What follows belongs to an exercise in optimizing a design on an open flow for small area; a production flow would make more cautious choices.
Only simulation tests tie the RTL to the original design; equivalence was not proved.
Power figures rest on the tool's default switching activity, not on a simulated workload.

==> flow/design.v <==
module reg_file_2r1w #(
   parameter int                    DATA_WIDTH = 32,
   parameter logic [DATA_WIDTH-1:0] SP_RESET   = '0
) (
   input  logic                  Clk,
   input  logic                  Rst,
   input  logic [4:0]            ReadRegister1,
   input  logic [4:0]            ReadRegister2,
   input  logic [4:0]            WriteRegister,
   input  logic [DATA_WIDTH-1:0] WriteData,
   input  logic                  RegWrite,
   input  logic [4:0]            DebugRegister,
   output logic [DATA_WIDTH-1:0] ReadData1,
   output logic [DATA_WIDTH-1:0] ReadData2,
   output logic [DATA_WIDTH-1:0] DebugData
);
   localparam logic [4:0] SP_INDEX = 5'd29;
   logic [31:0][DATA_WIDTH-1:0] r_data;
   logic [31:0]           r_valid;
   logic [31:0]           w_we;
   always_comb begin
      for (int i = 0; i < 32; i++)
         w_we[i] = RegWrite && (WriteRegister == 5'(i)) && (i != 0);
   end
   logic [31:0] w_hold;
   always_comb begin
      for (int i = 0; i < 32; i++)
         w_hold[i] = !RegWrite || (WriteRegister != 5'(i));
   end
   always_ff @(posedge Clk or posedge Rst) begin
      if (Rst) r_valid <= '0;
      else     r_valid <= r_valid | w_we;
   end
   always_ff @(posedge Clk) begin
      for (int i = 1; i < 32; i++)
         r_data[i] <= ({DATA_WIDTH{w_we[i]}} & WriteData) | ({DATA_WIDTH{w_hold[i]}} & r_data[i]);
   end
   logic w_bypass1, w_bypass2;
   assign w_bypass1 = RegWrite && !Rst && (WriteRegister == ReadRegister1) && (ReadRegister1 != 5'd0);
   assign w_bypass2 = RegWrite && !Rst && (WriteRegister == ReadRegister2) && (ReadRegister2 != 5'd0);
   always_comb begin
      ReadData1 = '0;
      ReadData2 = '0;
      DebugData = '0;
      for (int i = 1; i < 32; i++) begin
         ReadData1 |= {DATA_WIDTH{(ReadRegister1 == 5'(i)) && r_valid[i] && !w_bypass1}} & r_data[i];
         ReadData2 |= {DATA_WIDTH{(ReadRegister2 == 5'(i)) && r_valid[i] && !w_bypass2}} & r_data[i];
         DebugData |= {DATA_WIDTH{(DebugRegister == 5'(i)) && r_valid[i]}} & r_data[i];
      end
      ReadData1 |= {DATA_WIDTH{w_bypass1}} & WriteData;
      ReadData2 |= {DATA_WIDTH{w_bypass2}} & WriteData;
   end
endmodule
Settings: LEC_CHECK=0, CAP_MARGIN=20, CORE_MARGIN=2, CORE_UTILIZATION=45, GPL_TIMING_DRIVEN=0, SETUP_SLACK_MARGIN=0.2, SLEW_MARGIN=20; clock period 8.0 ns.
standard.sh (not shown) runs the stock make flow with config.mk's settings and CLKGATE_MAP_FILE= SYNTH_SCRIPT=/design/flow/synth_recipe.tcl, a recipe that flattens the netlist after the stock synthesis.
==> flow/flow/run.sh <==
#!/bin/bash
# Layout flow: the standard synthesis, then the combinational logic rebuilt
# by gen_netlist.py around the standard synthesis's flip-flops, then the
# standard ORFS layout steps on that netlist, with smaller port buffers and
# clock-tree buffers.
set -euo pipefail
R=orfs/results/sky130hd/reg_file_2r1w/base

# 1. standard synthesis, unchanged
bash standard.sh synth > synth.log 2>&1
cp $R/1_2_yosys.v standard_netlist.v

# 2. hand-mapped logic around the same flip-flops (same names, cells, Q nets)
python3 flow/gen_netlist.py standard_netlist.v custom_netlist.v > gen_netlist.log 2>&1
cp custom_netlist.v $R/1_2_yosys.v
rm -f $R/1_synth.odb

# 3. standard layout steps from the new netlist
export BUFFER_PORTS_ARGS="-buffer_cell sky130_fd_sc_hd__buf_1"
export CTS_ARGS="-sink_clustering_enable -repair_clock_nets -dont_use_dummy_load -buf_list {sky130_fd_sc_hd__clkbuf_4 sky130_fd_sc_hd__clkbuf_8}"
bash standard.sh finish > layout.log 2>&1
Other scripts of this flow, unchanged in this note and not shown: flow/flow/gen_netlist.py
The first run finished clean.
Next try:
--- a/flow/flow/run.sh
+++ b/flow/flow/run.sh
@@ -18,4 +18,4 @@
 # 3. standard layout steps from the new netlist
 export BUFFER_PORTS_ARGS="-buffer_cell sky130_fd_sc_hd__buf_1"
-export CTS_ARGS="-sink_clustering_enable -repair_clock_nets -dont_use_dummy_load -buf_list {sky130_fd_sc_hd__clkbuf_4 sky130_fd_sc_hd__clkbuf_8}"
+export CTS_ARGS="-sink_clustering_enable -repair_clock_nets -dont_use_dummy_load -buf_list {sky130_fd_sc_hd__clkbuf_4} -sink_clustering_size 10 -sink_clustering_max_diameter 35"
 bash standard.sh finish > layout.log 2>&1
Settings changed: CORE_UTILIZATION 45 to 40, PLACE_DENSITY set to 0.5.
Total power goes down by 8.0%.
Die area is higher by 12%.
Register-to-register slack gets better by 0.02 ns.
Core utilization is lower by 6.0 points.
Setup slack loses 0.029 ns.
Critical path depth climbs by 1.
Final area falls by 1.3%.
Via count came out lower by 0.88%.
Cell count came out higher by 5.3%.

## separate check: timing with driven ports
The results above use ideal ports. As a check the final layouts listed here were re-extracted and re-timed, cells and wires unchanged.
Step 1 (the two cells are an assumption about what drives the block):
set clk [get_ports {Clk}]
set_driving_cell -lib_cell sky130_fd_sc_hd__clkbuf_16 $clk
set_driving_cell -lib_cell sky130_fd_sc_hd__buf_2 [delete_from_list [all_inputs] $clk]
Step 2 times the ports against the registers' clock, not the clock port: input delays grow and output delays shrink by t, the midpoint of the rising clock arrivals with the driver on.
Three values: ideal ports, drivers, drivers and shift; two values: the first two.
run	t (ns)	slack for setup (ns)	pins driven straight from the clock port
the first run	0.907	1.065 / 1.046 / 1.046	1
the second run	1.175	1.036 / 1.014 / 1.014	1
After both steps every run listed still meets setup and hold. For the second run, which loses most, drivers alone change the setup slack by -0.022 ns; drivers and shift together by -0.022 ns.
